What follows belongs to an exercise in optimizing a design on an open flow for a short achievable clock period and few clock cycles; a production flow would make more cautious choices. Function was checked by simulation only, so behaviour that the tests miss may differ from the original. Power is estimated from default activity; no workload was simulated.

$ cat design.v
package rv_pkg;
    localparam logic [6:0] OP_IMM    = 7'b0010011;
    localparam logic [6:0] OP_REG    = 7'b0110011;
    localparam logic [6:0] OP_BRANCH = 7'b1100011;
    localparam logic [2:0] F3_ADD = 3'd0;
    localparam logic [2:0] F3_BEQ = 3'd0;
    localparam logic [2:0] F3_BNE = 3'd1;
    localparam logic [6:0] F7_ADD = 7'd0;
    typedef enum logic [2:0] {
        FETCH,
        DECODE,
        EXECUTE,
        WRITEBACK,
        HALT
    } state_t;
    typedef enum logic [2:0] {
        I_ADDI,
        I_ADD,
        I_BEQ,
        I_BNE,
        I_ILLEGAL
    } instr_t;
    function automatic logic [2:0] classify(logic [31:0] ir);
        if (ir[6:0] == OP_IMM && ir[14:12] == F3_ADD) begin
            classify = I_ADDI;
        end else if (ir[6:0] == OP_REG && ir[14:12] == F3_ADD && ir[31:25] == F7_ADD) begin
            classify = I_ADD;
        end else if (ir[6:0] == OP_BRANCH && ir[14:12] == F3_BEQ) begin
            classify = I_BEQ;
        end else if (ir[6:0] == OP_BRANCH && ir[14:12] == F3_BNE) begin
            classify = I_BNE;
        end else begin
            classify = I_ILLEGAL;
        end
    endfunction
endpackage
module rv_regfile #(
    parameter int WIDTH = 32,
    parameter int NREGS = 32
) (
    input  logic                     clk,
    input  logic                     rst,
    input  logic [$clog2(NREGS)-1:0] rs1_i,
    input  logic [$clog2(NREGS)-1:0] rs2_i,
    output logic [WIDTH-1:0]         rd1_o,
    output logic [WIDTH-1:0]         rd2_o,
    input  logic                     we_i,
    input  logic [$clog2(NREGS)-1:0] wa_i,
    input  logic [WIDTH-1:0]         wd_i,
    output logic [WIDTH-1:0]         a0_o
);
    logic [WIDTH-1:0] regs_q [NREGS];
    always_ff @(posedge clk or posedge rst) begin
        if (rst) begin
            for (int i = 0; i < NREGS; i++) begin
                regs_q[i] <= '0;
            end
        end else if (we_i && (wa_i != '0)) begin
            regs_q[wa_i] <= wd_i;
        end
    end
    assign rd1_o = (rs1_i == '0) ? '0 : regs_q[rs1_i];
    assign rd2_o = (rs2_i == '0) ? '0 : regs_q[rs2_i];
    assign a0_o  = regs_q[10];
endmodule
import rv_pkg::*;
module rv_multicycle_core #(
    parameter int               WIDTH     = 32,
    parameter int               NREGS     = 32,
    parameter logic [WIDTH-1:0] RESET_PC  = '0,
    parameter int               CNT_WIDTH = 32
) (
    input  logic                  clk,
    input  logic                  rst,
    output logic                  imem_req,
    output logic [WIDTH-1:0]      imem_addr,
    input  logic                  imem_valid,
    input  logic [31:0]           imem_rdata,
    output logic [WIDTH-1:0]      a0,
    output logic [CNT_WIDTH-1:0]  instret,
    output logic                  halted,
    output logic                  trap
);
    localparam int AW = $clog2(NREGS);
    rv_pkg::state_t state_q, state_d;
    logic [WIDTH-1:0]     pc_q, pc_d;
    logic [31:0]          ir_q, ir_d;
    logic [WIDTH-1:0]     a_q, a_d;
    logic [WIDTH-1:0]     b_q, b_d;
    logic [WIDTH-1:0]     imm_q, imm_d;
    rv_pkg::instr_t instr_q, instr_d;
    logic [WIDTH-1:0]     alu_q, alu_d;
    logic [WIDTH-1:0]     target_q, target_d;
    logic                 taken_q, taken_d;
    logic [CNT_WIDTH-1:0] instret_q, instret_d;
    logic                 trap_q, trap_d;
    logic [WIDTH-1:0]     rd1, rd2;
    logic                 rf_we;
    rv_pkg::instr_t dec_instr;
    logic                 dec_legal;
    logic [WIDTH-1:0]     imm_i, imm_b, dec_imm;
    logic                 misaligned, self_loop;
    function automatic logic idx_ok(logic [4:0] idx);
        idx_ok = ({27'b0, idx} < NREGS);
    endfunction
    rv_regfile #(
        .WIDTH (WIDTH),
        .NREGS (NREGS)
    ) u_regfile (
        .clk   (clk),
        .rst   (rst),
        .rs1_i (ir_q[15 +: AW]),
        .rs2_i (ir_q[20 +: AW]),
        .rd1_o (rd1),
        .rd2_o (rd2),
        .we_i  (rf_we),
        .wa_i  (ir_q[7 +: AW]),
        .wd_i  (alu_q),
        .a0_o  (a0)
    );
    always_comb begin
        if (ir_q[6:0] == OP_IMM && ir_q[14:12] == F3_ADD) begin
            dec_instr = I_ADDI;
        end else if (ir_q[6:0] == OP_REG && ir_q[14:12] == F3_ADD && ir_q[31:25] == F7_ADD) begin
            dec_instr = I_ADD;
        end else if (ir_q[6:0] == OP_BRANCH && ir_q[14:12] == F3_BEQ) begin
            dec_instr = I_BEQ;
        end else if (ir_q[6:0] == OP_BRANCH && ir_q[14:12] == F3_BNE) begin
            dec_instr = I_BNE;
        end else begin
            dec_instr = I_ILLEGAL;
        end
        imm_i     = {{(WIDTH-12){ir_q[31]}}, ir_q[31:20]};
        imm_b     = {{(WIDTH-13){ir_q[31]}}, ir_q[31], ir_q[7], ir_q[30:25], ir_q[11:8], 1'b0};
        dec_imm   = (dec_instr == I_BEQ || dec_instr == I_BNE) ? imm_b : imm_i;
        unique case (dec_instr)
            I_ADDI:       dec_legal = idx_ok(ir_q[11:7]) && idx_ok(ir_q[19:15]);
            I_ADD:        dec_legal = idx_ok(ir_q[11:7]) && idx_ok(ir_q[19:15]) && idx_ok(ir_q[24:20]);
            I_BEQ, I_BNE: dec_legal = idx_ok(ir_q[19:15]) && idx_ok(ir_q[24:20]);
            default:      dec_legal = 1'b0;
        endcase
    end
    assign misaligned = taken_q && target_q[1];
    assign self_loop  = taken_q && (target_q == pc_q);
    always_comb begin
        pc_d      = pc_q;
        ir_d      = ir_q;
        a_d       = a_q;
        b_d       = b_q;
        imm_d     = imm_q;
        instr_d   = instr_q;
        alu_d     = alu_q;
        target_d  = target_q;
        taken_d   = taken_q;
        instret_d = instret_q;
        trap_d    = trap_q;
        unique case (state_q)
            FETCH: begin
                if (imem_valid) begin
                    ir_d = imem_rdata;
                end
            end
            DECODE: begin
                a_d     = rd1;
                b_d     = rd2;
                imm_d   = dec_imm;
                instr_d = dec_instr;
                if (!dec_legal) begin
                    trap_d = 1'b1;
                end
            end
            EXECUTE: begin
                alu_d    = a_q + ((instr_q == I_ADDI) ? imm_q : b_q);
                taken_d  = (instr_q == I_BEQ) ? (a_q == b_q) :
                           (instr_q == I_BNE) ? (a_q != b_q) : 1'b0;
                target_d = pc_q + imm_q;
            end
            WRITEBACK: begin
                if (misaligned) begin
                    trap_d = 1'b1;
                end else begin
                    pc_d      = taken_q ? target_q : pc_q + 4;
                    instret_d = instret_q + 1'b1;
                end
            end
            default: ;
        endcase
    end
    always_ff @(posedge clk or posedge rst) begin
        if (rst) begin
            pc_q      <= RESET_PC;
            ir_q      <= '0;
            a_q       <= '0;
            b_q       <= '0;
            imm_q     <= '0;
            instr_q   <= I_ILLEGAL;
            alu_q     <= '0;
            target_q  <= '0;
            taken_q   <= 1'b0;
            instret_q <= '0;
            trap_q    <= 1'b0;
        end else begin
            pc_q      <= pc_d;
            ir_q      <= ir_d;
            a_q       <= a_d;
            b_q       <= b_d;
            imm_q     <= imm_d;
            instr_q   <= instr_d;
            alu_q     <= alu_d;
            target_q  <= target_d;
            taken_q   <= taken_d;
            instret_q <= instret_d;
            trap_q    <= trap_d;
        end
    end
    always_ff @(posedge clk or posedge rst) begin
        if (rst) begin
            state_q <= FETCH;
        end else begin
            state_q <= state_d;
        end
    end
    always_comb begin
        state_d = state_q;
        unique case (state_q)
            FETCH:     if (imem_valid) state_d = DECODE;
            DECODE:    state_d = dec_legal ? EXECUTE : HALT;
            EXECUTE:   state_d = WRITEBACK;
            WRITEBACK: state_d = (misaligned || self_loop) ? HALT : FETCH;
            default:   state_d = HALT;
        endcase
    end
    always_comb begin
        imem_req = (state_q == FETCH) && !rst;
        halted        = (state_q == HALT);
        rf_we         = (state_q == WRITEBACK) && (instr_q == I_ADDI || instr_q == I_ADD);
    end
    assign imem_addr = pc_q;
    assign instret        = instret_q;
    assign trap           = trap_q;
endmodule
$ cat run.sh
#!/bin/bash
# synth_recipe.tcl (not shown) runs the flow's synth.tcl, then flattens the netlist and writes it again
# the make line also repeats each setting of config.mk as NAME=value (left out here)
make -C /OpenROAD-flow-scripts/flow DESIGN_CONFIG=/design/flow/config.mk WORK_HOME=/design/flow/orfs CLKGATE_MAP_FILE= SYNTH_SCRIPT=/design/flow/synth_recipe.tcl finish
$ cat config.mk
export PLATFORM = sky130hd
export DESIGN_NAME = rv_multicycle_core
export DESIGN_NICKNAME = rv_multicycle_core
export VERILOG_FILES = /design/flow/design.v
export SDC_FILE = /design/flow/constraint.sdc
export NUM_CORES = 4
export LEC_CHECK = 0
export CAP_MARGIN = 20
export CORE_MARGIN = 2
export CORE_UTILIZATION = 18
export SLEW_MARGIN = 20
$ cat constraint.sdc
create_clock -name core_clock -period 8.0 [get_ports {clk}]
set_input_delay 1.6000 -clock core_clock [delete_from_list [all_inputs] [get_ports {clk}]]
set_output_delay 1.6000 -clock core_clock [all_outputs]
set_load 0.01 [all_outputs]
==> run summary <==
cells in the final DEF, fill, tap and decap left out, types with 37 or more instances in the layout:
cell / instances
nor2_1: 96
buf_4: 136
nand4_1: 162
clkbuf_16: 139
o21ai_0: 257
nand2_1: 368
a22oi_1: 796
mux2_2: 1012
a21o_1: 37
a21oi_1: 146
xnor2_1: 73
nor3_1: 71
ha_1: 67
nor2_4: 75
nand3_1: 105
a222oi_1: 47
nor4_1: 49
dfrtp_1: 1224
xor2_1: 70
clkdlybuf4s50_1: 133
area by class of cell:
| type | count | area [um2] |
|---|---|---|
| fillers | 37392 | 274000 |
| clock inverters | 43 | 694 |
| clock buffers | 202 | 4050 |
| diodes | 8 | 20.0 |
| well taps | 4599 | 5750 |
| inverters | 29 | 113 |
| flip-flops and latches | 1237 | 31000 |
| multi-input cells | 3865 | 30600 |
| repair buffers | 278 | 2520 |
power groups by stage:
stage / clock network (uW) / logic (uW) / registers [uW]
5_1_grt: 7030 / 4190 / 6990
3_5_place_dp: 0 / 3860 / 7050
3_3_place_gp: 0 / 3850 / 7050
6_report: 6740 / 4230 / 6970
4_1_cts: 6770 / 3880 / 6940
2_1_floorplan: 0 / 2110 / 6750
kinds of logic (layout without fill, tap and decap cells):
family | count (synthesis) | in the layout | synth area share
buffers and inverters | 523 | 552 | 0.0350
xor gates and xnor gates | 143 | 143 | 0.0199
muxes | 1054 | 1054 | 0.188
DFF | 1237 | 1237 | 0.491
adders and majority gates | 69 | 69 | 0.0139
other | 0 | 8 | 0
and+or+nand+nor | 1113 | 1113 | 0.0881
AOI/OAI and AO/OA | 1486 | 1486 | 0.164
through the flow:
stage	util	instances	hold slack [ns]	area (um2)	worst slack [ns]
finish	0.214	10261	0.466	74800	3.15
global route	0.214	10254	0.496	74700	3.36
CTS	0.214	10253	0.467	74700	3.48
detailed placement	0.200	10008	0.458	69900	3.47
global placement	0.200	10006	0.457	69900	3.53
floorplan	-	5625	0.457	63000	-10.69
metal layers:
metal,GRT usage,vias to the layer above
met5,0.00108,-
met1,0.198,27281
met4,0.0928,20
li1,-,21209
met2,0.219,4953
met3,0.0808,1545
sequential cells by signal (all words and copies together), names as in the netlist, 3 cells and up:
register,cells
a_q,32
alu_q,32
b_q,32
imm_q,13
instr_q,3
instret_q,32
ir_q,32
pc_q,32
state_q,3
target_q,32
u_regfile.regs_q,992
worst paths after layout:
| check | start | end | cells past startpoint | slack [ns] |
|---|---|---|---|---|
| min in group asynchronous | rst | alu_q[21]$_DFFE_PP0N_ | 2 | 1.20 |
| hold / removal | instret_q[31]$_DFFE_PP0P_ | instret_q[31]$_DFFE_PP0P_ | 1 | 0.47 |
| max in group asynchronous | rst | alu_q[8]$_DFFE_PP0N_ | 4 | 4.95 |
| setup / recovery | ir_q[16]$_DFFE_PP0P_ | a_q[3]$_DFFE_PP0N_ | 8 | 3.15 |
| setup reg to reg | ir_q[16]$_DFFE_PP0P_ | a_q[3]$_DFFE_PP0N_ | 8 | 3.15 |
| hold reg to reg | instret_q[31]$_DFFE_PP0P_ | instret_q[31]$_DFFE_PP0P_ | 1 | 0.47 |
synth_stat cells, drive strengths merged (11+ instances only):
cell and n:
o21ai 257, o211ai 11, and3 25, a221oi 32, and2 13, o31ai 13, a211oi 13, nand3 108
clkbuf 250, a21o 37, nand2 379, xnor2 73, or3 20, a22o 27, ha 67, a31oi 17
xor2 70, inv 28, and4 30, nand2b 15, mux2i 26, o22ai 22, mux2 1028, a21oi 148
dfrtp 1236, nor4 61, buf 244, nor3 71, a22oi 796, nand4 162, nor2 173, nand3b 15
o21a 16, a222oi 47
==> impl_metrics.csv <==
group,metric,value,unit
status,status,"timing/DRC/antenna clean",
grt,grt-ovfl-total,0,
routing,drt_iter0_drc,10645,
grt,grt_pass1_vias,51634,
floorplanning,fp-row-count,217,
worst_setup_path,slowest_delay,0.98,ns
synth,synth_nets,5729,
worst_setup_path,worstSetupEndpointType,"register",
sta,layout_min_cycle_time,4.85,ns
routing,routed.top_layer,"met5",
clock_tree,clockBufferDepth,3,
clock_tree,cts.htree.levels,4,
sta,rsz0062_at_grt,"false",
floorplanning,core,349000,um2
synth,yosysTopAreaCellShare,0.491,
clock_tree,clock-root-buffer,"clkbuf_16",
clock_tree,cts_hold_buf,0,
floorplanning,pin_count,134,
worst_setup_path,critPathRequiredTime,8.65,ns
clock_tree,insertion_delay,0.82,ns
power_and_ir_drop,cellPowerDensity,240,nW/um2
worst_setup_path,crit_chain,"nor3_1 > and2_2 > buf_4 > a22oi_1 > o31ai_1 > or4_1 > nor4_1 > o21ai_0",
worst_setup_path,crit_arrival,5.50,ns
worst_setup_path,cp_slowest_cell,"nor4_1",
min_path,hold_class,"reg -> reg",
synth,syn-cell-area,63000,um2
power_and_ir_drop,pwr-share-clk,0.376,
clock_tree,cts_setup_buffers,0,
sta,fin_worst_skew,0.0843,ns
clock_tree,cts_sinks,1237,
routing,wl_met1,110,mm
synth,synth_ff_type,"dfrtp_1",
grt,grt_max_degree,159,
sta,max_freq,206,MHz
job,drv_cap,0,
clock_tree,path_clk_slew,0.06,ns
power_and_ir_drop,p_sw_frac,0.366,
routing,ant_nets,0,
placement,port_buffers,133,
synth,yosysTopAreaCell,"dfrtp_1",
synth,synthCells,5625,
final_layout,final_layout_size_suffix_gt1_frac,0.268,
power_and_ir_drop,power_frac_comb,0.236,
floorplanning,die_y,596,um
power_and_ir_drop,p_seq_frac,0.388,
floorplanning,fp.dieW,596,um
floorplanning,dieArea,355000,um2
synth,ys_warn_count,3,
power_and_ir_drop,p_leak,0.0323,uW
worst_setup_path,path_delay_family,"simple AND/OR/NAND/NOR gates",
synth,ys_top_cells_by_area,"dfrtp_1 49%, mux2_2 18%, a22oi_1 9.5%",
synth,seq_area_frac_synth,0.491,
synth,synth-seq-cells,1237,
routing,wl,295,mm
worst_setup_path,critPathMaxFanout,24,
grt,grtUsageTotal,0.160,
clock_tree,ctsResizeCount,0,
sta,hold_viol_final,0,
power_and_ir_drop,p_total,17900,uW
sta,setup_violations,0,
grt,grt_pass1_wl,410,mm
routing,wl_met2,114,mm
placement,dp_hpwl,173,mm
placement,place.gp.congestion,0.953,
power_and_ir_drop,p_int,11400,uW
synth,synth-edff-count,0,
floorplanning,initial_core_util,0.181,
routing,via_per_inst,5.36,
worst_setup_path,start_kind,"register",
sta,relSlewSlack,0.134,
routing,dr_wl_met3,48.0,mm
synth,syn_area_per_cell,11.2,um2
grt,antenna_found_initial,14,
clock_tree,numCtsBuffers,136,
synth,synth_cell_types,74,
synth,synth-async-reset-ratio,1.00,
clock_tree,cts_tree,"yes",
sta,fin_crit_sh,0.606,
power_and_ir_drop,peakVddDrop,0.198,mV
power_and_ir_drop,p_switching,6570,uW
routing,drc_errors,0,
routing,vias,55008,
sta,fin_setup_tns,0,ns
worst_setup_path,crit_type,"reg -> reg",
final_layout,fin_nets,5651,
sta,worstMarginPinSlew,1.30,ns
routing,dr.pass1.iters,11,
final_layout,syn2layout_area_growth,18.6,%
sta,slew_violations,0,
routing,wl_per_cell,28.8,um
worst_setup_path,critical_path_buf_inv_count,1,
Testbench counts, summed over its fixed seeds: cycles 157,389.

## afterwards: timing with drivers on the ports
The flow's constraints put no driver on any port. The routed layout listed below was extracted and timed again, unchanged, in two steps. Step 1 sets driving cells, clkbuf_16 on the clock port and buf_2 on the other inputs (assumed; they add their load-dependent delay and slew). Step 2 also shifts input and output timing later by t, the mid clock arrival at the registers, as if the neighbouring blocks saw the same clock. Three values: ideal, step 1, step 2; two values: the first two.
shift t [ns]: 0.866
setup slack, ns: 3.149 / 3.149 / 3.149
clock arrival spread, ns: 0.086 / 0.086
cell pins on the clock port's net: 1
After both steps setup and hold are still met in this run. The setup slack of this run moves by 0.000 ns with the drivers and by 0.000 ns with both steps.
